Background: an optimization exercise with open tools, aiming at small area, a short achievable clock period and few clock cycles per item. Do not read the settings as production practice. The RTL was checked by simulation tests, not by an equivalence proof against the original design. No activity file was given, so power comes from the tool's default toggle rates.

## flow/config.mk

```make
export PLATFORM = sky130hd
export DESIGN_NAME = page_frame_allocator_lru
export DESIGN_NICKNAME = page_frame_allocator_lru
export VERILOG_FILES = /design/flow/design.v
export SDC_FILE = /design/flow/constraint.sdc
export NUM_CORES = 4
export LEC_CHECK = 0
export CAP_MARGIN = 20
export CORE_MARGIN = 2
export CORE_UTILIZATION = 40
export SETUP_SLACK_MARGIN = 2.5
export SLEW_MARGIN = 20
```

## flow/constraint.sdc

```tcl
create_clock -name core_clock -period 5.0 [get_ports {aclk}]
set_input_delay 1.0000 -clock core_clock [delete_from_list [all_inputs] [get_ports {aclk}]]
set_output_delay 1.0000 -clock core_clock [all_outputs]
set_load 0.01 [all_outputs]
```

## flow/design.v

```verilog
`timescale 1ns / 1ps
`default_nettype none
package pfa_pkg;
    localparam int FRAMES   = 32;
    localparam int IDX_W    = $clog2(FRAMES);
    localparam int FUNC_W   = 3;
    localparam int PAGE_W   = 5;
    localparam int OWNER_W  = 8;
    localparam int TIME_W   = 32;
    localparam int FRAME_W  = 5;
    localparam int S_DATA_W = 48;
    localparam int M_DATA_W = 16;
    localparam logic [OWNER_W-1:0] NO_OWNER = '1;
    localparam logic [FUNC_W-1:0] FN_ALLOC     = 3'd0;
    localparam logic [FUNC_W-1:0] FN_ALLOC_OWN = 3'd1;
    localparam logic [FUNC_W-1:0] FN_FREE      = 3'd2;
    localparam logic [FUNC_W-1:0] FN_TEST      = 3'd3;
    localparam logic [FUNC_W-1:0] FN_VICTIM    = 3'd4;
    localparam logic [FUNC_W-1:0] FN_SET_OWNER = 3'd5;
    localparam logic [FUNC_W-1:0] FN_GET_OWNER = 3'd6;
    localparam logic [FUNC_W-1:0] FN_ACCESS    = 3'd7;
endpackage
`default_nettype wire
`timescale 1ns / 1ps
`default_nettype none
import pfa_pkg::*;
module pfa_dpath (
    input  wire logic                aclk,
    input  wire logic                aresetn,
    input  wire logic [pfa_pkg::S_DATA_W-1:0] s_tdata,
    input  wire logic                take,
    input  wire logic                s2_ld,
    input  wire logic                s2_vic,
    input  wire logic                ld0,
    input  wire logic                ld1,
    input  wire logic                mv,
    output logic                     min_busy,
    output logic                     min_busy_n,
    output logic [pfa_pkg::M_DATA_W-1:0]      m_tdata
);
    logic [FRAMES-1:0]  used_reg;
    logic [OWNER_W-1:0] owner_reg [FRAMES];
    logic [TIME_W-1:0]  time_reg  [FRAMES];
    logic [FUNC_W-1:0]  in_func;
    logic [PAGE_W-1:0]  in_page;
    logic [OWNER_W-1:0] in_owner;
    logic [TIME_W-1:0]  in_time;
    assign in_func  = s_tdata[2:0];
    assign in_page  = s_tdata[7:3];
    assign in_owner = s_tdata[15:8];
    assign in_time  = s_tdata[47:16];
    logic [FRAMES-1:0]  free_1h;
    logic               free_any;
    logic [IDX_W-1:0]   free_idx;
    always_comb begin
        for (int i = 0; i < FRAMES; i++) free_1h[i] = free_any && (free_idx == IDX_W'(i));
    end
    logic               is_alloc, is_alloc_own, is_free, is_set_own, is_access;
    logic [FRAMES-1:0]  page_1h;
    assign is_alloc     = take && ((in_func == FN_ALLOC) || (in_func == FN_ALLOC_OWN));
    assign is_alloc_own = take && (in_func == FN_ALLOC_OWN);
    assign is_free      = take && (in_func == FN_FREE);
    assign is_set_own   = take && (in_func == FN_SET_OWNER);
    assign is_access    = take && (in_func == FN_ACCESS);
    always_comb begin
        for (int i = 0; i < FRAMES; i++) page_1h[i] = (in_page == PAGE_W'(i));
    end
    logic [OWNER_W-1:0] own_wdata;
    logic [TIME_W-1:0]  time_wdata;
    logic [FRAMES-1:0]  own_we, time_we;
    assign own_wdata  = aresetn ? in_owner : NO_OWNER;
    assign time_wdata = aresetn ? in_time : '0;
    always_comb begin
        for (int i = 0; i < FRAMES; i++) begin
            own_we[i]  = !aresetn || (is_alloc_own && free_1h[i]) || (is_set_own && page_1h[i]);
            time_we[i] = !aresetn || (is_alloc_own && free_1h[i]) || (is_access  && page_1h[i]);
        end
    end
    logic [FRAMES-1:0]  zero_reg;
    always_ff @(posedge aclk) begin
        for (int i = 0; i < FRAMES; i++) begin
            if (own_we[i])  owner_reg[i] <= own_wdata;
            if (time_we[i]) time_reg[i]  <= time_wdata;
            if (time_we[i]) zero_reg[i]  <= (time_wdata == '0);
        end
    end
    logic [FRAMES-1:0]  used_next;
    always_comb begin
        used_next = used_reg;
        for (int i = 0; i < FRAMES; i++) begin
            if (is_alloc && free_1h[i])     used_next[i] = 1'b1;
            else if (is_free && page_1h[i]) used_next[i] = 1'b0;
        end
        if (!aresetn) used_next = '0;
    end
    logic [IDX_W-1:0]   free_idx_next;
    always_comb begin
        free_idx_next = '0;
        for (int i = FRAMES - 1; i >= 0; i--) begin
            if (!used_next[i]) free_idx_next = IDX_W'(i);
        end
    end
    always_ff @(posedge aclk) begin
        used_reg <= used_next;
        free_idx <= free_idx_next;
        free_any <= ~&used_next;
    end
    localparam int GRP   = 2;                   
    localparam int NGRP  = FRAMES / GRP;
    localparam int GIX_W = $clog2(GRP);
    localparam int CNT_W = $clog2(NGRP) + 1;    
    logic [TIME_W-1:0] min_t;
    logic [IDX_W-1:0]  min_i;
    logic              scan;
    logic [CNT_W-1:0]  rd_cnt;      
    logic [CNT_W-1:0]  mg_cnt;      
    logic              g_v;         
    logic [TIME_W-1:0] ga_t, gb_t;
    logic [NGRP-1:0]   rd_oh;       
    logic              wr;
    logic [IDX_W-1:0]  wr_i;
    logic [TIME_W-1:0] wr_t;
    logic [CNT_W-1:0]  wr_g;
    always_ff @(posedge aclk) begin
        if (!aresetn) begin
            wr <= 1'b0;
        end else begin
            wr <= is_access || (is_alloc_own && free_any);
        end
        wr_i <= is_access ? in_page : free_idx;
        wr_t <= in_time;
    end
    assign wr_g = CNT_W'(wr_i[IDX_W-1:GIX_W]);
    logic              g_b;
    logic [TIME_W-1:0] g_t;
    logic [IDX_W-1:0]  g_i;
    assign g_b = gb_t < ga_t;
    assign g_t = g_b ? gb_t : ga_t;
    assign g_i = {mg_cnt[CNT_W-2:0], g_b};
    logic w_lt_m, w_eq_m, g_lt_m, g_lt_w;
    assign w_lt_m = wr_t < min_t;
    assign w_eq_m = wr_t == min_t;
    assign g_lt_m = g_b ? (gb_t < min_t) : (ga_t < min_t);
    assign g_lt_w = g_b ? (gb_t < wr_t)  : (ga_t < wr_t);
    logic w_own;        
    logic w_beats;      
    logic w_raise;      
    assign w_own   = (wr_i == min_i);
    assign w_beats = w_lt_m || (w_eq_m && (wr_i <= min_i));
    assign w_raise = w_own && !w_lt_m && !w_eq_m;
    logic w_merged, w_in_g, rd_on, g_take;
    assign w_merged = wr && (wr_g < mg_cnt);
    assign w_in_g   = wr && g_v && (wr_g == mg_cnt);
    assign rd_on    = (rd_cnt != CNT_W'(NGRP));
    assign g_take   = g_v && !w_in_g;
    logic              z_any;
    logic [IDX_W-1:0]  z_i;
    always_comb begin
        z_any = |zero_reg;
        z_i   = '0;
        for (int i = FRAMES - 1; i >= 0; i--) begin
            if (zero_reg[i]) z_i = IDX_W'(i);
        end
    end
    logic [TIME_W-1:0] min_t_n;
    logic [IDX_W-1:0]  min_i_n;
    logic              scan_n;
    logic [CNT_W-1:0]  rd_cnt_n, mg_cnt_n;
    logic              g_v_n;
    always_comb begin
        min_t_n  = min_t;
        min_i_n  = min_i;
        scan_n   = scan;
        rd_cnt_n = rd_cnt;
        mg_cnt_n = mg_cnt;
        g_v_n    = g_v;
        if (!aresetn) begin
            min_t_n  = '0;
            min_i_n  = '0;
            scan_n   = 1'b0;
            rd_cnt_n = '0;
            mg_cnt_n = '0;
            g_v_n    = 1'b0;
        end else if (!scan) begin
            rd_cnt_n = '0;
            mg_cnt_n = '0;
            g_v_n    = 1'b0;
            if (wr) begin
                if (w_raise) begin
                    scan_n = 1'b1;
                end else if (w_beats) begin
                    min_t_n = wr_t;
                    min_i_n = wr_i;
                end
            end
        end else if (!wr && z_any) begin
            min_t_n = '0;
            min_i_n = z_i;
            scan_n  = 1'b0;
        end else if (w_merged && w_raise) begin
            rd_cnt_n = '0;
            mg_cnt_n = '0;
            g_v_n    = 1'b0;
        end else begin
            if (g_take) begin
                mg_cnt_n = mg_cnt + 1'b1;
                if (mg_cnt == CNT_W'(NGRP - 1)) scan_n = 1'b0;
            end
            if (w_in_g) begin
                rd_cnt_n = mg_cnt;
                g_v_n    = 1'b0;
            end else if (rd_on) begin
                rd_cnt_n = rd_cnt + 1'b1;
                g_v_n    = 1'b1;
            end else begin
                g_v_n    = 1'b0;
            end
            if (w_merged && w_beats) begin
                if (g_take && g_lt_w) begin
                    min_t_n = g_t;
                    min_i_n = g_i;
                end else begin
                    min_t_n = wr_t;
                    min_i_n = wr_i;
                end
            end else if (g_take && ((mg_cnt == '0) || g_lt_m)) begin
                min_t_n = g_t;
                min_i_n = g_i;
            end
        end
    end
    always_ff @(posedge aclk) begin
        min_t  <= min_t_n;
        min_i  <= min_i_n;
        scan   <= scan_n;
        rd_cnt <= rd_cnt_n;
        mg_cnt <= mg_cnt_n;
        g_v    <= g_v_n;
    end
    assign min_busy   = scan;
    assign min_busy_n = scan_n;
    logic [TIME_W-1:0] ra_t, rb_t;
    always_comb begin
        ra_t = '0;
        rb_t = '0;
        for (int k = 0; k < NGRP; k++) begin
            ra_t = ra_t | ({TIME_W{rd_oh[k]}} & time_reg[2*k]);
            rb_t = rb_t | ({TIME_W{rd_oh[k]}} & time_reg[2*k+1]);
        end
    end
    always_ff @(posedge aclk) begin
        for (int k = 0; k < NGRP; k++) rd_oh[k] <= (rd_cnt_n == CNT_W'(k));
        ga_t <= ra_t;
        gb_t <= rb_t;
    end
    logic [M_DATA_W-2:0] r_res;
    always_comb begin
        r_res = '0;
        case (in_func)
            FN_ALLOC, FN_ALLOC_OWN: begin
                r_res[FRAME_W-1:0] = free_idx;
                r_res[5]           = free_any;
            end
            FN_TEST:      r_res[6]    = used_reg[in_page];
            FN_GET_OWNER: r_res[14:7] = owner_reg[in_page];
            default: ;
        endcase
    end
    logic [M_DATA_W-2:0] s2_res, f_res;
    always_ff @(posedge aclk) begin
        if (s2_ld) s2_res <= r_res;
    end
    assign f_res = s2_vic ? {9'b0, 1'b1, min_i} : s2_res;
    logic [M_DATA_W-2:0] q0_reg, q1_reg;
    always_ff @(posedge aclk) begin
        if (ld0)     q0_reg <= f_res;
        else if (mv) q0_reg <= q1_reg;
        if (ld1)     q1_reg <= f_res;
    end
    assign m_tdata = {1'b0, q0_reg};
endmodule
`default_nettype wire
`timescale 1ns / 1ps
`default_nettype none
import pfa_pkg::*;
module pfa_ctrl (
    input  wire logic              aclk,
    input  wire logic              aresetn,
    input  wire logic              s_tvalid,
    output logic                   s_tready,
    input  wire logic [FUNC_W-1:0] s_func,
    output logic                   m_tvalid,
    input  wire logic              m_tready,
    input  wire logic              min_busy,
    input  wire logic              min_busy_n,
    output logic                   take,
    output logic                   s2_ld,     
    output logic                   s2_vic,    
    output logic                   ld0,       
    output logic                   ld1,       
    output logic                   mv         
);
    logic s2v;
    logic q0v, q1v;
    logic s2_go, pop;
    logic rdy;
    logic s2v_n, s2_vic_n, q0v_n, q1v_n;
    assign s2_go    = s2v && !(s2_vic && min_busy) && !q1v;
    assign s2_ld    = rdy;
    assign s_tready = rdy;
    assign take     = s_tvalid && rdy;
    assign pop      = q0v && m_tready;
    assign ld0      = s2_go && (!q0v || pop);
    assign ld1      = s2_go && q0v && !pop;
    assign mv       = pop && q1v;
    assign m_tvalid = q0v;
    assign s2v_n    = s2_ld ? s_tvalid : s2v;
    assign s2_vic_n = s2_ld ? (s_func == FN_VICTIM) : s2_vic;
    assign q0v_n    = ld0 || mv || (q0v && !pop);
    assign q1v_n    = ld1 || (q1v && !pop);
    always_ff @(posedge aclk) begin
        if (!aresetn) begin
            s2v <= 1'b0;
            q0v <= 1'b0;
            q1v <= 1'b0;
            rdy <= 1'b1;
        end else begin
            s2v <= s2v_n;
            q0v <= q0v_n;
            q1v <= q1v_n;
            rdy <= !s2v_n || (!(s2_vic_n && min_busy_n) && !q1v_n);
        end
    end
    always_ff @(posedge aclk) begin
        s2_vic <= s2_vic_n;
    end
endmodule
`default_nettype wire
`timescale 1ns / 1ps
`default_nettype none
import pfa_pkg::*;
module page_frame_allocator_lru (
    input  wire logic                aclk,
    input  wire logic                aresetn,
    input  wire logic                s_tvalid,
    output logic                     s_tready,
    input  wire logic [pfa_pkg::S_DATA_W-1:0] s_tdata,    
    output logic                     m_tvalid,
    input  wire logic                m_tready,
    output logic [pfa_pkg::M_DATA_W-1:0]      m_tdata     
);
    logic take;
    logic s2_ld, s2_vic;
    logic ld0, ld1, mv;
    logic min_busy, min_busy_n;
    pfa_ctrl u_ctrl (
        .aclk     (aclk),
        .aresetn  (aresetn),
        .s_tvalid (s_tvalid),
        .s_tready (s_tready),
        .s_func   (s_tdata[pfa_pkg::FUNC_W-1:0]),
        .m_tvalid (m_tvalid),
        .m_tready (m_tready),
        .min_busy   (min_busy),
        .min_busy_n (min_busy_n),
        .take     (take),
        .s2_ld    (s2_ld),
        .s2_vic   (s2_vic),
        .ld0      (ld0),
        .ld1      (ld1),
        .mv       (mv)
    );
    pfa_dpath u_dpath (
        .aclk     (aclk),
        .aresetn  (aresetn),
        .s_tdata  (s_tdata),
        .take     (take),
        .s2_ld    (s2_ld),
        .s2_vic   (s2_vic),
        .ld0      (ld0),
        .ld1      (ld1),
        .mv       (mv),
        .min_busy   (min_busy),
        .min_busy_n (min_busy_n),
        .m_tdata  (m_tdata)
    );
endmodule
`default_nettype wire
```

## flow/run.sh

```bash
#!/bin/bash
# synth_recipe.tcl (not shown) runs the flow's synth.tcl, then flattens the netlist and writes it again
# the make line also repeats each setting of config.mk as NAME=value (left out here)
make -C /OpenROAD-flow-scripts/flow DESIGN_CONFIG=/design/flow/config.mk WORK_HOME=/design/flow/orfs CLKGATE_MAP_FILE= SYNTH_SCRIPT=/design/flow/synth_recipe.tcl finish
```

==> flow_summary.json, run 1 <==
{
  "status": "finished clean",
  "grt_max_degree": 118,
  "routed.top_layer": "met5",
  "setup_viol": 0,
  "hold_viol": 0,
  "grt_pass1_vias": 38960,
  "cts_root_buf": "clkbuf_16",
  "cp_data_required_time_ps": 5710,
  "synth_area_leaders": "edfxtp_1 (66%), dfxtp_1 (6.8%), a221oi_1 (4.7%)",
  "critPathMaxStageDelay_ps": 360,
  "timing.fmax_mhz": 283.7,
  "power.density_nw_per_um2": 382.1,
  "regArea_um2": 45190,
  "tightest_slew_ps": 960.8,
  "wl_met2_um": 92110,
  "clock_sinks": 1567,
  "syn_to_final_growth_pct": 22.55,
  "worstPathCellList": "inv_4 -> buf_4 -> ha_1 -> a211oi_2 -> nand2_1 -> o2111ai_1 -> o211ai_1 -> o21ai_1 -> o211ai_1 -> a211o_1 -> a31oi_4 -> buf_6 -> nand3_4 -> buf_12 -> o32ai_4",
  "routed_via_density": 6.227,
  "die_x_um": 397.5,
  "fillers": 12760,
  "grt_usage": 0.2495,
  "initial_utilization": 0.4024,
  "yosysMostFrequentCell": "edfxtp_1",
  "place.gp.congestion": 0.9037,
  "htreeDepth": 4,
  "synth-seq-cells": 1567,
  "die_h_um": 397.5,
  "worst_slack_ps": 1475,
  "cpMaxStageDelayCell": "a211o_1",
  "synth.distinct_cells": 80,
  "drtPass1Iterations": 6,
  "worst_ep_arrival_time_ps": 4230,
  "io_pins": 70,
  "ys_seq_area_frac": 0.7260,
  "min_to": "u_dpath.gb_t[1]",
  "timing.slew.headroom": 0.3504,
  "multiInputGateArea_um2": 19080,
  "ys.flop_type": "edfxtp_1",
  "min_path_cells": 2,
  "netlist_area_um2": 61920,
  "drive_gt1_frac": 0.2497,
  "hold_class": "reg2reg",
  "place_ws_ps": 34.89,
  "dr_wl_met3_um": 19180,
  "cts_tree": "done",
  "syn_nets": 4223,
  "rr_endpoint": "u_dpath.min_t[20]",
  "worst_hold_slack_ps": 483.3,
  "syn_inst": 3970,
  "synth_top_area_cell": "edfxtp_1",
  "async_flop_share": 0,
  "r2r_cells": 15,
  "synth_edf_count": 1357,
  "post_drt_wl_per_cell_um": 31.07,
  "critical_path.max_fanout": 8,
  "leakage_nw": 25.60,
  "numCtsBuffers": 160,
  "start_kind": "flop",
  "criticalPathCategory": "reg2reg",
  "port_buffers": 68,
  "fin_tns_setup_ps": 0,
  "postRouteAntennaNets": 0,
  "met1_length_um": 82400,
  "hpwl_um": 118000,
  "nets": 4536,
  "rsz0062_at_grt": "yes",
  "largest_reg_flops": 1024,
  "cts.path.max_buffers": 3,
  "drv_slew": 0,
  "synth_top_area_frac": 0.6581,
  "place_area_um2": 67200,
  "syn_area_per_cell_um2": 15.60,
  "period_needed_ps": 3525,
  "synth_common_cells": "edfxtp_1 (1357), a221oi_1 (332), a22o_1 (296)",
  "ff2ff_setup_slack_ps": 1470,
  "ctsHoldBuffers": 0,
  "vias": 40200,
  "grt_antenna_before_repair": 10,
  "totalWireLength_um": 200600,
  "path_clk_slew_ps": 60,
  "worstReg2RegStart": "u_dpath.min_t[13]",
  "std_cell_rows": 144,
  "coreArea_um2": 153900,
  "crit_path_end_kind": "flop",
  "dieArea_um2": 158000,
  "finalInstanceArea_um2": 75890,
  "max-cap-violations": 0,
  "finClkSkew_ps": 35.00,
  "drc_errors": 0,
  "synth_warnings": 4,
  "vdd_drop_max_uv": 366.3,
  "hp-start": "u_dpath.time_reg[31][1]",
  "globalRouteOverflowTotal": 0,
  "grt_pass1_wl_um": 285000,
  "path_common_cell": "o211ai_1",
  "drtIter0Drc": 5412,
  "clock_latency_ps": 810,
  "min_period_over_period": 0.7050
}
[cell type report]
| cell class | count | share of cell area |
|---|---|---|
| multi-input combinational | 2083 | 0.2514 |
| tap | 2044 | 0.03370 |
| clock inverter | 83 | 0.01063 |
| inverter | 132 | 0.006677 |
| clock buffer | 206 | 0.05569 |
| antenna | 1 | 0.00003297 |
| sequential | 1567 | 0.5954 |
| timing repair buffer | 339 | 0.04641 |
[critical path, delay by kind of cell, from the launching register on]
kind,cells,cell delay [ps]
compound gates,8,2080
buf+inv,4,560
flops,1,340
simple gates,2,230
fa+ha+maj,1,180
[worst max path at each step]
stage                      startpoint                     end  depth (start not counted)
finish              u_dpath.min_t[13]       u_dpath.min_t[20]                         15
global route         u_dpath.gb_t[11]       u_dpath.min_t[20]                         13
CTS                  u_dpath.ga_t[20]       u_dpath.min_t[20]                         16
detailed placement   u_dpath.ga_t[19]        u_dpath.min_t[0]                         13
global placement     u_dpath.ga_t[19]       u_dpath.min_t[31]                         13
floorplan                  s_tdata[0]  u_dpath.time_reg[0][0]                          6
[cell usage in the layout, fill, tap and decap left out, types with 31 or more instances in the layout]
cell,n
a221oi_2,35
nand2_1,106
dfxtp_2,39
ha_4,37
o21ai_0,65
o21ai_1,37
a221oi_1,279
buf_4,191
nand4_1,112
nand3_1,33
clkbuf_1,41
o32ai_2,31
ha_1,161
o221ai_4,37
edfxtp_1,1357
and2_1,47
dfxtp_4,49
a21oi_1,69
inv_1,99
nor2_1,150
a22oi_1,40
dfxtp_1,122
clkbuf_16,160
a22o_1,296
clkinv_1,31
buf_12,46
clkdlybuf4s50_1,41
[where the power goes]
part           switching [mW]  internal [mW]  leakage [nW]  total, mW
clock network            5.19           6.32          2.43       11.5
logic                    1.31          0.645          8.20       1.95
registers               0.335           15.2          15.0       15.5
total                    6.83           22.2          25.6       29.0
[per-layer routing]
| metal | vias up | GRT usage |
|---|---|---|
| met1 | 20640 | 0.3523 |
| li1 | 16940 | - |
| met5 | - | 0 |
| met2 | 2255 | 0.3888 |
| met3 | 357 | 0.04534 |
| met4 | 2 | 0.08448 |
[logic make-up after synthesis]
kind of cell             after synthesis  synth area share
flip-flops                          1567            0.7260
AO/OA/AOI/OAI                       1108            0.1441
AND/OR/NAND/NOR                      731           0.06040
buffers and inverters                325           0.02053
adder cells (fa/ha/maj)              201           0.04061
multiplexers                          33          0.007779
XOR/XNOR                               4         0.0005659
other                                  1        0.00006056
[per-stage QoR]
step,cells,util,total power [mW]
finish,6455,0.4932,29.00
global route,6455,0.4932,29.82
CTS,6413,0.4858,29.00
detailed placement,6013,0.4367,17.46
global placement,6013,0.4367,17.41
floorplan,3970,-,16.64
[repair_timing]
item,in CTS,in global routing
setup endpoints to repair,1469,283
cloned,11,1
resized for setup,384,199
buffers inserted,100,40
pin swaps,50,61
Testbench counts, summed over its fixed seeds: cycles 5,176, items 4,800.
==> inputs of run 2 (changes only) <==
--- a/flow/design.v
+++ b/flow/design.v
@@ -131,82 +131,91 @@
         wr_t <= in_time;
     end
     assign wr_g = CNT_W'(wr_i[IDX_W-1:GIX_W]);
-    logic              g_b;
-    logic [TIME_W-1:0] g_t;
-    logic [IDX_W-1:0]  g_i;
-    assign g_b = gb_t < ga_t;
-    assign g_t = g_b ? gb_t : ga_t;
-    assign g_i = {mg_cnt[CNT_W-2:0], g_b};
-    logic w_lt_m, w_eq_m, g_lt_m, g_lt_w;
-    assign w_lt_m = wr_t < min_t;
-    assign w_eq_m = wr_t == min_t;
-    assign g_lt_m = g_b ? (gb_t < min_t) : (ga_t < min_t);
-    assign g_lt_w = g_b ? (gb_t < wr_t)  : (ga_t < wr_t);
-    logic w_own;        
-    logic w_beats;      
-    logic w_raise;      
+    logic g_b, ga_lt_m, gb_lt_m;
+    assign g_b     = gb_t < ga_t;
+    assign ga_lt_m = ga_t < min_t;
+    assign gb_lt_m = gb_t < min_t;
+    logic w_lt_m, w_eq_m, w_own, w_ile, w_beats, w_raise;
+    assign w_lt_m  = wr_t < min_t;
+    assign w_eq_m  = wr_t == min_t;
     assign w_own   = (wr_i == min_i);
-    assign w_beats = w_lt_m || (w_eq_m && (wr_i <= min_i));
-    assign w_raise = w_own && !w_lt_m && !w_eq_m;
-    logic w_merged, w_in_g, rd_on, g_take;
-    assign w_merged = wr && (wr_g < mg_cnt);
-    assign w_in_g   = wr && g_v && (wr_g == mg_cnt);
-    assign rd_on    = (rd_cnt != CNT_W'(NGRP));
-    assign g_take   = g_v && !w_in_g;
+    assign w_ile   = (wr_i <= min_i);
+    assign w_beats = w_lt_m || (w_eq_m && w_ile);        
+    assign w_raise = w_own && !w_lt_m && !w_eq_m;         
     logic              z_any;
     logic [IDX_W-1:0]  z_i;
-    always_comb begin
-        z_any = |zero_reg;
-        z_i   = '0;
-        for (int i = FRAMES - 1; i >= 0; i--) begin
-            if (zero_reg[i]) z_i = IDX_W'(i);
+    always_ff @(posedge aclk) begin
+        if (!aresetn) begin
+            z_any <= 1'b1;
+            z_i   <= '0;
+        end else begin
+            z_any <= |zero_reg;
+            for (int i = FRAMES - 1; i >= 0; i--) begin
+                if (zero_reg[i]) z_i <= IDX_W'(i);
+            end
+            if (~|zero_reg) z_i <= '0;
         end
     end
+    logic w_merged, w_near, rd_on, z_end, g_use, mg_last, mg_zero;
+    assign w_merged = wr && (wr_g < mg_cnt);
+    assign w_near   = wr && (wr_g <= mg_cnt);
+    assign rd_on    = (rd_cnt != CNT_W'(NGRP));
+    assign z_end    = scan && !wr && z_any;
+    assign g_use    = scan && g_v && !w_near && !z_end;
+    assign mg_last  = (mg_cnt == CNT_W'(NGRP - 1));
+    assign mg_zero  = (mg_cnt == '0);
+    logic sel_w, sel_ga, sel_gb, sel_z;
+    assign sel_w  = wr && w_beats && (!scan || w_merged);
+    assign sel_ga = g_use && !g_b && (mg_zero || ga_lt_m);
+    assign sel_gb = g_use &&  g_b && (mg_zero || gb_lt_m);
+    assign sel_z  = z_end;
     logic [TIME_W-1:0] min_t_n;
     logic [IDX_W-1:0]  min_i_n;
     logic              scan_n;
     logic [CNT_W-1:0]  rd_cnt_n, mg_cnt_n;
     logic              g_v_n;
     always_comb begin
-        min_t_n  = min_t;
-        min_i_n  = min_i;
+        min_t_n = ({TIME_W{sel_w}}  & wr_t)
+                | ({TIME_W{sel_ga}} & ga_t)
+                | ({TIME_W{sel_gb}} & gb_t)
+                | ({TIME_W{!(sel_w || sel_ga || sel_gb || sel_z)}} & min_t);
+        min_i_n = ({IDX_W{sel_w}}  & wr_i)
+                | ({IDX_W{sel_ga}} & {mg_cnt[CNT_W-2:0], 1'b0})
+                | ({IDX_W{sel_gb}} & {mg_cnt[CNT_W-2:0], 1'b1})
+                | ({IDX_W{sel_z}}  & z_i)
+                | ({IDX_W{!(sel_w || sel_ga || sel_gb || sel_z)}} & min_i);
+        if (!aresetn) begin
+            min_t_n = '0;
+            min_i_n = '0;
+        end
+    end
+    always_comb begin
         scan_n   = scan;
         rd_cnt_n = rd_cnt;
         mg_cnt_n = mg_cnt;
         g_v_n    = g_v;
         if (!aresetn) begin
-            min_t_n  = '0;
-            min_i_n  = '0;
             scan_n   = 1'b0;
             rd_cnt_n = '0;
             mg_cnt_n = '0;
             g_v_n    = 1'b0;
         end else if (!scan) begin
+            scan_n   = wr && w_raise;
             rd_cnt_n = '0;
             mg_cnt_n = '0;
             g_v_n    = 1'b0;
-            if (wr) begin
-                if (w_raise) begin
-                    scan_n = 1'b1;
-                end else if (w_beats) begin
-                    min_t_n = wr_t;
-                    min_i_n = wr_i;
-                end
-            end
-        end else if (!wr && z_any) begin
-            min_t_n = '0;
-            min_i_n = z_i;
-            scan_n  = 1'b0;
+        end else if (z_end) begin
+            scan_n   = 1'b0;
         end else if (w_merged && w_raise) begin
             rd_cnt_n = '0;
             mg_cnt_n = '0;
             g_v_n    = 1'b0;
         end else begin
-            if (g_take) begin
+            if (g_use) begin
                 mg_cnt_n = mg_cnt + 1'b1;
-                if (mg_cnt == CNT_W'(NGRP - 1)) scan_n = 1'b0;
+                if (mg_last) scan_n = 1'b0;
             end
-            if (w_in_g) begin
+            if (g_v && !g_use) begin
                 rd_cnt_n = mg_cnt;
                 g_v_n    = 1'b0;
             end else if (rd_on) begin
@@ -215,18 +224,6 @@
             end else begin
                 g_v_n    = 1'b0;
             end
-            if (w_merged && w_beats) begin
-                if (g_take && g_lt_w) begin
-                    min_t_n = g_t;
-                    min_i_n = g_i;
-                end else begin
-                    min_t_n = wr_t;
-                    min_i_n = wr_i;
-                end
-            end else if (g_take && ((mg_cnt == '0) || g_lt_m)) begin
-                min_t_n = g_t;
-                min_i_n = g_i;
-            end
         end
     end
     always_ff @(posedge aclk) begin
==> flow_summary.json, run 2 <==
{
  "leakage_nw": 25.04,
  "synth_xor_area_frac": 0.0004312,
  "grt_usage": 0.2593,
  "crit_buf_inv": 4,
  "drtPass1Iterations": 5,
  "cpMaxStageDelayCell": "or4_4",
  "timing.fmax_mhz": 318.6,
  "finalInstanceArea_um2": 75090,
  "grt_pass1_wl_um": 289900,
  "rsz0062_at_grt": "yes",
  "totalWireLength_um": 209400,
  "cts_tree": "done",
  "worstPathCellList": "inv_2 -> ha_4 -> nand4_1 -> or4_4 -> a31oi_4 -> o41a_1 -> buf_6 -> or3_4 -> a21oi_4 -> buf_12 -> buf_12 -> or4_4 -> a41oi_2",
  "hpwl_um": 113300,
  "cp_data_required_time_ps": 5710,
  "synth_compound_area_frac": 0.1421,
  "setup_viol": 0,
  "synth_edf_count": 1357,
  "criticalPathCategory": "reg2reg",
  "period_needed_ps": 3139,
  "regArea_um2": 45220,
  "path_clk_slew_ps": 60,
  "syn_to_final_growth_pct": 23.21,
  "fillers": 12440,
  "globalRouteOverflowTotal": 0,
  "syn_nets": 4032,
  "multiInputGateArea_um2": 17400,
  "max-cap-violations": 0,
  "place.gp.congestion": 0.9915,
  "finClkSkew_ps": 59.87,
  "grt_use_met1": 0.3704,
  "dieArea_um2": 155500,
  "io_pins": 70,
  "nets": 4313,
  "std_cell_rows": 143,
  "vdd_drop_max_uv": 285.5,
  "synth_fa_ha_area_frac": 0.02854,
  "synth_mux_area_frac": 0.009013,
  "worst_ep_arrival_time_ps": 3850,
  "synth_top_family_by_area": "compound AO/OA/AOI/OAI gates",
  "syn_area_per_cell_um2": 15.87,
  "critical_path.max_fanout": 8,
  "clock_sinks": 1573,
  "die_h_um": 394.3,
  "synth-seq-cells": 1573,
  "cts_root_buf": "clkbuf_16",
  "hold_viol": 0,
  "synth_area_leaders": "edfxtp_1 (67%), dfxtp_1 (7.1%), a221oi_1 (4.2%)",
  "final-instance-count-excl-fill": 6283,
  "min_period_over_period": 0.6278,
  "synth_top_area_frac": 0.6687,
  "drc_errors": 0,
  "routed_via_density": 6.419,
  "htreeDepth": 4,
  "grt_antenna_before_repair": 6,
  "critPathMaxStageDelay_ps": 560,
  "power.density_nw_per_um2": 397.4,
  "power.total_mw": 29.84,
  "hold_class": "reg2reg",
  "clock_latency_ps": 820,
  "synth_top_area_cell": "edfxtp_1",
  "async_flop_share": 0,
  "largest_reg_flops": 1024,
  "grt_max_degree": 84,
  "final_cell_mix": "edfxtp_1 (1357), a221oi_1 (288), a22o_1 (287), clkbuf_16 (170), dfxtp_1 (150)",
  "status": "finished clean",
  "ctsHoldBuffers": 0,
  "synth_common_cells": "edfxtp_1 (1357), a221oi_1 (291), a22o_1 (287)",
  "drtIter0Drc": 6253,
  "post_drt_wl_per_cell_um": 33.34,
  "coreArea_um2": 151500,
  "initial_utilization": 0.4021,
  "grtUsageMet3": 0.06800,
  "cts.path.max_buffers": 3,
  "final_common_cell": "edfxtp_1",
  "netlist_area_um2": 60940,
  "grt_pass1_vias": 38340,
  "synth-simple-area-share": 0.05880,
  "top_usage_layer": "met2",
  "numCtsBuffers": 158,
  "globalRouteMet2Util": 0.3863,
  "crit_family": "simple AND/OR/NAND/NOR gates",
  "ys_seq_area_frac": 0.7396,
  "timing.slew.headroom": 0.2423,
  "drv_slew": 0,
  "synth.distinct_cells": 85,
  "place_area_um2": 65900,
  "drive_gt1_frac": 0.2326,
  "start_kind": "flop",
  "postRouteAntennaNets": 0,
  "die_x_um": 394.3,
  "placed_cells": 5846,
  "crit_path_end_kind": "flop",
  "yosysMostFrequentCell": "edfxtp_1",
  "tightest_slew_ps": 1136,
  "synth_warnings": 4,
  "ys.flop_type": "edfxtp_1",
  "port_buffers": 68,
  "vias": 40330,
  "syn_inst": 3841,
  "fin_tns_setup_ps": 0
}
==> run 2: changes by cell type after synthesis, sizes merged, moves of 24 or more <==
cell / delta
a221o: +31
ha: -62
a221oi: -40
a211oi: +27
nor2: -61
nor4: +24
o21a: +30
o32ai: -32
o21ai: -38
==> run 2: cells by family (layout without fill, tap and decap cells) <==
| logic type | Yosys count | in the layout |
|---|---|---|
| buffers and inverters | 336 | 744 |
| AOI/OAI and AO/OA | 1077 | 1077 |
| adders and majority gates | 139 | 139 |
| muxes | 39 | 39 |
| and+or+nand+nor | 673 | 676 |
| other | 1 | 2 |
| xor gates and xnor gates | 3 | 3 |
| DFF | 1573 | 1573 |
==> run 2: area by class of cell <==
class	count	area share
sequential	1573	0.6023
multi-input combinational	1935	0.2317
clock buffer	201	0.05632
timing repair buffer	327	0.05282
tap	2030	0.03383
clock inverter	89	0.01660
inverter	127	0.006399
antenna	1	0.00003333
==> run 2: path summary, 6_finish.rpt <==
kind | start | end | slack [ps] | cells after the start
hold reg to reg | u_dpath.time_reg[17][4] | u_dpath.gb_t[4] | 460 | 2
hold / removal | u_dpath.time_reg[17][4] | u_dpath.gb_t[4] | 460 | 2
setup reg to reg | u_dpath.min_t[15] | u_dpath.min_i[2] | 1860 | 13
setup / recovery | u_dpath.min_t[15] | u_dpath.min_i[2] | 1860 | 13
==> run 2: routing by layer <==
layer / vias to the layer above / share of wire
li1: 16410 / -
met1: 20740 / 0.40
met2: 2703 / 0.44
met3: 472 / 0.12
met4: 4 / 0.035
met5: - / 0.00012
==> run 2: repair_timing <==
item	in CTS	in global routing
resized for setup	326	177
setup buffers	81	36
endpoints found under the setup margin	1474	452
pin swaps	79	98
cloned	18	11
==> run 2: where the power goes <==
part | internal, mW | total (mW) | switching (mW)
combinational | 0.537 | 1.72 | 1.18
clock | 7.24 | 12.5 | 5.22
sequential | 15.3 | 15.7 | 0.393
total | 23.0 | 29.8 | 6.79
==> run 2: worst register-to-register path: stages (launching register included) <==
cell     delay, ps
dfxtp_2        340
inv_2           50
ha_4           270
nand4_1        220
or4_4          570
a31oi_4        190
o41a_1         170
buf_6          140
or3_4          170
a21oi_4         60
buf_12         160
buf_12         150
or4_4          420
a41oi_2        160
==> run 2: through the flow <==
step,setup WS [ps],util,hold WS [ps]
CTS,1905,0.4869,461.8
global placement,755.0,0.4348,457.3
global route,1832,0.4954,491.4
finish,1861,0.4955,463.9
detailed placement,681.0,0.4348,459.9
floorplan,1712,-,443.3
Testbench counts of run 2, summed over its fixed seeds: cycles 5,187, items 4,800.
==> inputs of run 3 (changes only) <==
--- a/flow/config.mk
+++ b/flow/config.mk
@@ -8,5 +8,7 @@
 export CAP_MARGIN = 20
 export CORE_MARGIN = 2
 export CORE_UTILIZATION = 40
+export CTS_CLUSTER_DIAMETER = 100
+export CTS_CLUSTER_SIZE = 25
 export SETUP_SLACK_MARGIN = 2.5
 export SLEW_MARGIN = 20
==> flow_summary.json, run 3 <==
{
  "synth_top_family_by_area": "compound AO/OA/AOI/OAI gates",
  "rsz0062_at_grt": "yes",
  "timing.slew.headroom": 0.2372,
  "fillers": 12690,
  "cp_data_required_time_ps": 5620,
  "critPathMaxStageDelay_ps": 460,
  "tightest_slew_ps": 1144,
  "grt_antenna_before_repair": 7,
  "drtPass1Iterations": 6,
  "grt_pass1_wl_um": 286100,
  "synth-simple-area-share": 0.05880,
  "timing.fmax_mhz": 316.0,
  "startpoint": "u_dpath.ga_t[1]",
  "initial_utilization": 0.4021,
  "vias": 40140,
  "port_buffers": 68,
  "place_area_um2": 65900,
  "post_drt_wl_per_cell_um": 34.66,
  "largest_reg_flops": 1024,
  "hold_class": "reg2reg",
  "multiInputGateArea_um2": 17400,
  "synth.distinct_cells": 85,
  "std_cell_rows": 143,
  "criticalPathCategory": "reg2reg",
  "synth_xor_area_frac": 0.0004312,
  "grt_max_degree": 84,
  "syn_area_per_cell_um2": 15.87,
  "setup_viol": 0,
  "cp.depth": 13,
  "htreeDepth": 3,
  "synth_top_area_frac": 0.6687,
  "regArea_um2": 45220,
  "synth_mux_area_frac": 0.009013,
  "path_clk_slew_ps": 100,
  "final_cell_mix": "edfxtp_1 (1357), a22o_1 (287), a221oi_1 (286), dfxtp_1 (153), buf_4 (148)",
  "setup.worst_path.end": "u_dpath.min_t[0]",
  "clock_sinks": 1573,
  "dieArea_um2": 155500,
  "drtIter0Drc": 6209,
  "die_x_um": 394.3,
  "period_needed_ps": 3164,
  "nets": 4285,
  "grt_pass1_vias": 37240,
  "synth_edf_count": 1357,
  "cpMaxStageDelayCell": "dfxtp_2",
  "path_common_cell": "buf_6",
  "io_pins": 70,
  "critical_path.max_fanout": 16,
  "cts_tree": "done",
  "ff2ff_setup_slack_ps": 1840,
  "totalWireLength_um": 214200,
  "syn_to_final_growth_pct": 19.54,
  "rr_endpoint": "u_dpath.min_t[0]",
  "vdd_drop_max_uv": 237.0,
  "cts.path.max_buffers": 3,
  "status": "finished clean",
  "max-cap-violations": 0,
  "postRouteAntennaNets": 0,
  "crit_family": "compound AO/OA/AOI/OAI gates",
  "async_flop_share": 0,
  "synth_area_leaders": "edfxtp_1 (67%), dfxtp_1 (7.1%), a221oi_1 (4.2%)",
  "hp-start": "u_dpath.time_reg[21][1]",
  "numCtsBuffers": 74,
  "drc_errors": 0,
  "drive_gt1_frac": 0.2175,
  "syn_nets": 4032,
  "fin_tns_setup_ps": 0,
  "ys_seq_area_frac": 0.7396,
  "netlist_area_um2": 60940,
  "finalInstanceArea_um2": 72850,
  "yosysMostFrequentCell": "edfxtp_1",
  "r2r_cells": 13,
  "finClkSkew_ps": 70.28,
  "ys.flop_type": "edfxtp_1",
  "power.density_nw_per_um2": 337.2,
  "worstReg2RegStart": "u_dpath.ga_t[1]",
  "coreArea_um2": 151500,
  "grt_usage": 0.2557,
  "syn_inst": 3841,
  "routed_via_density": 6.495,
  "drv_slew": 0,
  "synth-seq-cells": 1573,
  "hpwl_um": 113300,
  "min_period_over_period": 0.6328,
  "crit_path_end_kind": "flop",
  "synth_warnings": 4,
  "clock_latency_ps": 720,
  "crit_buf_inv": 4,
  "start_kind": "flop",
  "final_common_cell": "edfxtp_1",
  "globalRouteOverflowTotal": 0,
  "synth_fa_ha_area_frac": 0.02854,
  "place.gp.congestion": 0.9915,
  "hold_viol": 0,
  "die_h_um": 394.3,
  "leakage_nw": 24.00,
  "worst_ep_arrival_time_ps": 3790,
  "worstPathCellList": "inv_1 -> ha_1 -> nand2_1 -> o21ai_1 -> a21oi_4 -> o221ai_4 -> a221oi_4 -> buf_6 -> nor4_4 -> buf_6 -> clkbuf_16 -> nor4_1 -> o31a_1",
  "cts_root_buf": "clkbuf_16",
  "synth_common_cells": "edfxtp_1 (1357), a221oi_1 (291), a22o_1 (287)",
  "synth_top_area_cell": "edfxtp_1",
  "synth_compound_area_frac": 0.1421
}
-- run 3: changes by cell type in the layout (fill, tap and decap cells not counted), moves of 6 or more --
cell	previous run	this run
dlygate4sd2_1	2	17
o41ai_4	10	4
bufinv_16	23	0
buf_16	17	24
buf_4	141	148
clkbuf_8	6	0
buf_8	6	13
clkinv_1	27	0
clkinv_2	21	4
buf_12	54	65
clkbuf_1	35	41
clkdlybuf4s15_1	18	1
clkbuf_16	170	102
buf_6	31	37
-- run 3: how the worst min path moves through the flow --
stage | endpoint | slack, ps | depth (start not counted)
final | u_dpath.gb_t[1] | 460 | 2
after global routing | u_dpath.gb_t[1] | 490 | 2
after detailed placement | u_dpath.ga_t[2] | 460 | 2
after floorplan | u_dpath.ga_t[0] | 440 | 2
after CTS | u_dpath.gb_t[1] | 470 | 2
after global placement | u_dpath.ga_t[2] | 460 | 2
-- run 3: cell type report --
cell class	instances	area share
clock buffer	116	0.02788
clock inverter	13	0.002422
multi-input combinational	1940	0.2388
inverter	127	0.006699
timing repair buffer	378	0.06836
sequential	1573	0.6208
tap	2030	0.03487
antenna	3	0.0001031
-- run 3: what timing repair did --
action / CTS / global route
resized for setup: 354 / 185
hold buffers: 0 / 0
pin swaps: 90 / 85
setup buffers: 86 / 58
gates cloned: 21 / 37
endpoints found under the hold margin: 0 / 0
endpoints found under the setup margin: 1474 / 637
-- run 3: worst min-delay path: stages, from the launching register on --
cell and delay, ps:
edfxtp_1 340, a221oi_1 70, nand4_1 60
-- run 3: logic make-up (layout without fill, tap and decap cells) --
group | Yosys count | after routing
multiplexers | 39 | 39
AND/OR/NAND/NOR | 673 | 681
AO/OA/AOI/OAI | 1077 | 1077
adder cells (fa/ha/maj) | 139 | 139
other | 1 | 4
flip-flops | 1573 | 1573
buffers and inverters | 336 | 634
XOR/XNOR | 3 | 3
-- run 3: where the power goes --
part | leakage (nW) | total (mW) | internal [mW] | switching (mW)
registers | 15.0 | 15.6 | 15.2 | 0.392
logic | 7.95 | 1.85 | 0.616 | 1.24
clock network | 1.05 | 7.08 | 2.90 | 4.18
total | 24.0 | 24.6 | 18.8 | 5.81
-- run 3: per-stage QoR --
stage | util | hold WS [ps] | std cells | setup slack, ps | power (mW)
after floorplan | - | 443.3 | 3841 | 1712 | 16.53
after global placement | 0.4348 | 457.3 | 5846 | 755.0 | 17.32
after detailed placement | 0.4348 | 459.9 | 5846 | 681.0 | 17.37
after CTS | 0.4663 | 466.9 | 6082 | 1894 | 24.36
after global routing | 0.4806 | 492.2 | 6177 | 1784 | 25.17
final | 0.4807 | 455.1 | 6180 | 1836 | 24.56
-- run 3: routing by layer --
layer  wire length, um  share of wire  global-route usage
met3             27770           0.13             0.05277
met1             84950           0.40              0.3728
met4              6953          0.032             0.06890
met5                13       0.000061                   0
met2             94480           0.44              0.3887

## static timing again, ports no longer ideal
How much do the figures lean on ideal ports? The routed layouts below were timed once more, with nothing changed but the port constraints.
Step 1 sets driving cells, clkbuf_16 on the clock port and buf_2 on the other inputs (assumed; they add their load-dependent delay and slew).
Step 2 also shifts input and output timing later by t, the mid clock arrival at the registers, as if the neighbouring blocks saw the same clock.
Three values: ideal ports, drivers, drivers and shift; two values: the first two.
run	shift t [ns]	setup WS [ns]	worst slew at a driven data input, ns
run 1	0.869	1.475 / 1.475 / 1.464	0.07
run 2	0.865	1.861 / 1.861 / 1.548	0.08
run 3	0.773	1.836 / 1.836 / 1.612	0.08
After both steps every run listed still meets setup and hold. The setup slack of run 2, which loses most, moves by 0.000 ns with the drivers and by -0.313 ns with both steps.
